From an optimization exercise on the open Yosys and OpenROAD flow, aimed at small area, a short achievable clock period and few clock cycles per item; shortcuts taken in it are not production practice. Only simulation tests tie the RTL to the original design; equivalence was not proved. Power figures rest on the tool's default switching activity, not on a simulated workload.

Setup of ember:
## audio_rd_dma
module audio_rd_dma #(
    parameter int              ID_W        = 4,
    parameter logic [ID_W-1:0] AXI_ID      = 1,
    parameter int              BURST_BEATS = 8,
    parameter int              FIFO_DEPTH  = 32
) (
    input  logic            gclk,
    input  logic            gresetn,
    input  logic            cfg_start,
    input  logic            cfg_stop,
    input  logic [31:0]     cfg_base,
    input  logic [15:0]     cfg_words,
    input  logic            cfg_loop,
    output logic            busy,
    output logic            done,
    output logic            err,
    output logic [ID_W-1:0] aid,
    output logic [31:0]     aaddr,
    output logic            avalid,
    output logic            awrite,
    output logic [3:0]      alen,
    output logic [2:0]      asize,
    output logic [1:0]      aburst,
    input  logic            aready,
    input  logic [ID_W-1:0] rid,
    input  logic [63:0]     rdata,
    input  logic            rlast,
    input  logic            rvalid,
    output logic            rready,
    output logic [63:0]     smp_data,
    output logic            smp_valid,
    input  logic            smp_ready
);
clock: 5.5 ns
lec_check: 0
cap_margin: 20
core_margin: 2
core_utilization: 60
cts_cluster_diameter: 100
cts_cluster_size: 40
setup_slack_margin: 2.5
slew_margin: 20
standard.sh (not shown) runs the stock make flow with config.mk's settings and CLKGATE_MAP_FILE= SYNTH_SCRIPT=/design/flow/synth_recipe.tcl, a recipe that flattens the netlist after the stock synthesis.
==> flow/flow/run.sh <==
#!/bin/bash
# Layout with the standard.sh (ORFS), with two changes:
#  - synthesis runs flow/my_synth.tcl: synth_recipe.tcl's steps (same Yosys
#    synth -nofsm -noshare, flatten and renaming), except that the ABC call
#    uses flow/abc_map.script and no adder map; registers are mapped exactly
#    as in the standard synthesis;
#  - extra ORFS settings passed as make variables (see below).
# Each tool's output goes to standard.log (ORFS keeps per-step logs in orfs/logs).
set -euo pipefail
export MY_ABC_SCRIPT=$PWD/flow/abc_map.script MY_ABC_NOD=1
bash standard.sh SYNTH_SCRIPT=$PWD/flow/my_synth.tcl ADDER_MAP_FILE= SKIP_REPAIR_TIE_FANOUT=1 BUFFER_PORTS_ARGS="-buffer_cell sky130_fd_sc_hd__buf_1" finish > standard.log 2>&1
==> flow/flow/abc_map.script <==
&get -n; &st; &dch; &nf -D 1500; &put
==> flow/flow/my_synth.tcl <==
proc synth {args} { yosys synth -nofsm -noshare {*}$args }
# Map with a custom ABC script instead of the speed script.
proc abc {args} {
  set i [lsearch -exact $args -script]
  if {$i >= 0 && [info exists ::env(MY_ABC_SCRIPT)]} { lset args [expr {$i+1}] $::env(MY_ABC_SCRIPT) }
  if {[info exists ::env(MY_ABC_D)]} { set j [lsearch -exact $args -D]; if {$j>=0} {lset args [expr {$j+1}] $::env(MY_ABC_D)} }
  if {[info exists ::env(MY_ABC_NOSCRIPT)]} { set i [lsearch -exact $args -script]; set args [lreplace $args $i [expr {$i+1}]] }
  if {[info exists ::env(MY_ABC_NOD)]} { set j [lsearch -exact $args -D]; if {$j>=0} {set args [lreplace $args $j [expr {$j+1}]]} }
  puts "MYABC: $args"
  yosys abc {*}$args
}
source $::env(SCRIPTS_DIR)/synth.tcl
# left out here: clear keep_hierarchy, flatten, clean up, hide names made inside functions, write 1_2_yosys.v
Testbench counts of ember, summed over its fixed seeds: cycles 12,335, items 9,450.
> inputs changed (ember -> xenon)
- a deleted CTS_CLUSTER_DIAMETER that had been 100
- a deleted CTS_CLUSTER_SIZE that had been 40
--- a/flow/flow/run.sh
+++ b/flow/flow/run.sh
@@ -10,2 +10,2 @@
 export MY_ABC_SCRIPT=$PWD/flow/abc_map.script MY_ABC_NOD=1
-bash standard.sh SYNTH_SCRIPT=$PWD/flow/my_synth.tcl ADDER_MAP_FILE= SKIP_REPAIR_TIE_FANOUT=1 BUFFER_PORTS_ARGS="-buffer_cell sky130_fd_sc_hd__buf_1" finish > standard.log 2>&1
+bash standard.sh SYNTH_SCRIPT=$PWD/flow/my_synth.tcl ADDER_MAP_FILE= BUFFER_PORTS_ARGS="-buffer_cell sky130_fd_sc_hd__buf_1" finish > standard.log 2>&1
==> flow/flow/abc_map.script <==
&get -n; &st; &dch; &nf -D 1500; &put; topo; stime -c; buffer -c; upsize -c -D 1500; dnsize -c -D 1500
Notes after the runs:
- Total power deteriorates in xenon relative to ember.
- Summary: with ember as the reference, design area in xenon moved up by a few percent.
- Comparing xenon and ember, the higher synthesized area is on xenon.
- Worst-case register-to-register setup slack (lower): xenon
- Relative to ember, share of final layout cell area taken by non-clock buffers has increased by 0.46 points in xenon.
- ~same worst-case clock buffer depth in xenon and ember
- | worst setup slack | higher: ember |
- Weighted congestion reported at the end of routability-driven placement (xenon over ember): increase, 1.8%
- ember has lower relative max-transition margin than xenon.
- Die area went up by a few percent going from ember to xenon.
Inputs modified between xenon and yarrow:
--- a/flow/flow/run.sh
+++ b/flow/flow/run.sh
@@ -10,2 +10,2 @@
 export MY_ABC_SCRIPT=$PWD/flow/abc_map.script MY_ABC_NOD=1
-bash standard.sh SYNTH_SCRIPT=$PWD/flow/my_synth.tcl ADDER_MAP_FILE= BUFFER_PORTS_ARGS="-buffer_cell sky130_fd_sc_hd__buf_1" finish > standard.log 2>&1
+bash standard.sh SYNTH_SCRIPT=$PWD/flow/my_synth.tcl ADDER_MAP_FILE= SKIP_REPAIR_TIE_FANOUT=1 BUFFER_PORTS_ARGS="-buffer_cell sky130_fd_sc_hd__buf_1" CTS_ARGS="-sink_clustering_enable -repair_clock_nets -dont_use_dummy_load -root_buf sky130_fd_sc_hd__clkbuf_8 -buf_list sky130_fd_sc_hd__clkbuf_4" finish > standard.log 2>&1
==> flow/flow/abc_map.script <==
&get -n; &st; &dch; &nf -D 1500; &put
## What came out
- Changes observed in yarrow relative to xenon: worst setup margin now larger; multi-input gate area in the final layout now smaller; total half-perimeter wirelength after legalization and detailed placement now smaller; post-synth design cell area now smaller.
- Sequential share of cell area up 1.8 points in yarrow wrt xenon
- Delta(combinational cell power, yarrow - xenon) < 0
- When yarrow is measured against xenon, its global-route usage turns out 0.31 points higher.
Edits applied to the flow inputs when going from yarrow to lagoon:
- setting CTS_CLUSTER_DIAMETER to 100 for the first time
- setting CTS_CLUSTER_SIZE to 40 for the first time
--- a/flow/flow/run.sh
+++ b/flow/flow/run.sh
@@ -10,2 +10,2 @@
 export MY_ABC_SCRIPT=$PWD/flow/abc_map.script MY_ABC_NOD=1
-bash standard.sh SYNTH_SCRIPT=$PWD/flow/my_synth.tcl ADDER_MAP_FILE= SKIP_REPAIR_TIE_FANOUT=1 BUFFER_PORTS_ARGS="-buffer_cell sky130_fd_sc_hd__buf_1" CTS_ARGS="-sink_clustering_enable -repair_clock_nets -dont_use_dummy_load -root_buf sky130_fd_sc_hd__clkbuf_8 -buf_list sky130_fd_sc_hd__clkbuf_4" finish > standard.log 2>&1
+bash standard.sh SYNTH_SCRIPT=$PWD/flow/my_synth.tcl ADDER_MAP_FILE= SKIP_REPAIR_TIE_FANOUT=1 BUFFER_PORTS_ARGS="-buffer_cell sky130_fd_sc_hd__buf_1" finish > standard.log 2>&1
==> flow/flow/abc_map.script <==
&get -n; &st; &dch; &nf -D 2500; &put; topo; stime -c; buffer -c; upsize -c -D 2500; dnsize -c -D 2500
### Flow results
- In lagoon, the clock power came out about 40% above the value in yarrow.
- lagoon vs yarrow, met1 layer wirelength in the final routing went down by 230 um.
- yarrow -> lagoon: wire length per cell after detailed routing decreased by a few percent
- lagoon ends up with a row count that is 1 higher than in yarrow.

## static timing again, ports no longer ideal
How much do the figures lean on ideal ports? The routed layouts below were timed once more, with nothing changed but the port constraints.
Step 1 sets driving cells, clkbuf_16 on the clock port and buf_2 on the other inputs (assumed; they add their load-dependent delay and slew).
Step 2 moves the port delays by t, midway between the first and last clock arrival at a register: inputs arrive t later, outputs are due t later. That takes back most of the time a late clock gives input paths.
a / b / c = ideal / step 1 / step 2; a / b = the first two.
| run | shift t [ns] | setup slack, ns | worst hold slack (ns) | worst setup path at the end | latest minus earliest clock arrival (ns) |
|---|---|---|---|---|---|
| ember | 0.369 | 2.593 / 2.571 / 2.513 | 0.518 / 0.518 / 0.518 | input to register | 0.012 / 0.012 |
| xenon | 0.376 | 2.579 / 2.559 / 2.421 | 0.515 / 0.515 / 0.515 | input to register | 0.010 / 0.010 |
| yarrow | 0.359 | 2.593 / 2.571 / 2.490 | 0.518 / 0.518 / 0.518 | input to register | 0.021 / 0.021 |
| lagoon | 0.366 | 2.592 / 2.570 / 2.465 | 0.517 / 0.517 / 0.517 | input to register | 0.013 / 0.013 |
After both steps setup and hold are still met in every run listed. The setup slack of xenon, which loses most, moves by -0.020 ns with the drivers and by -0.158 ns with both steps.
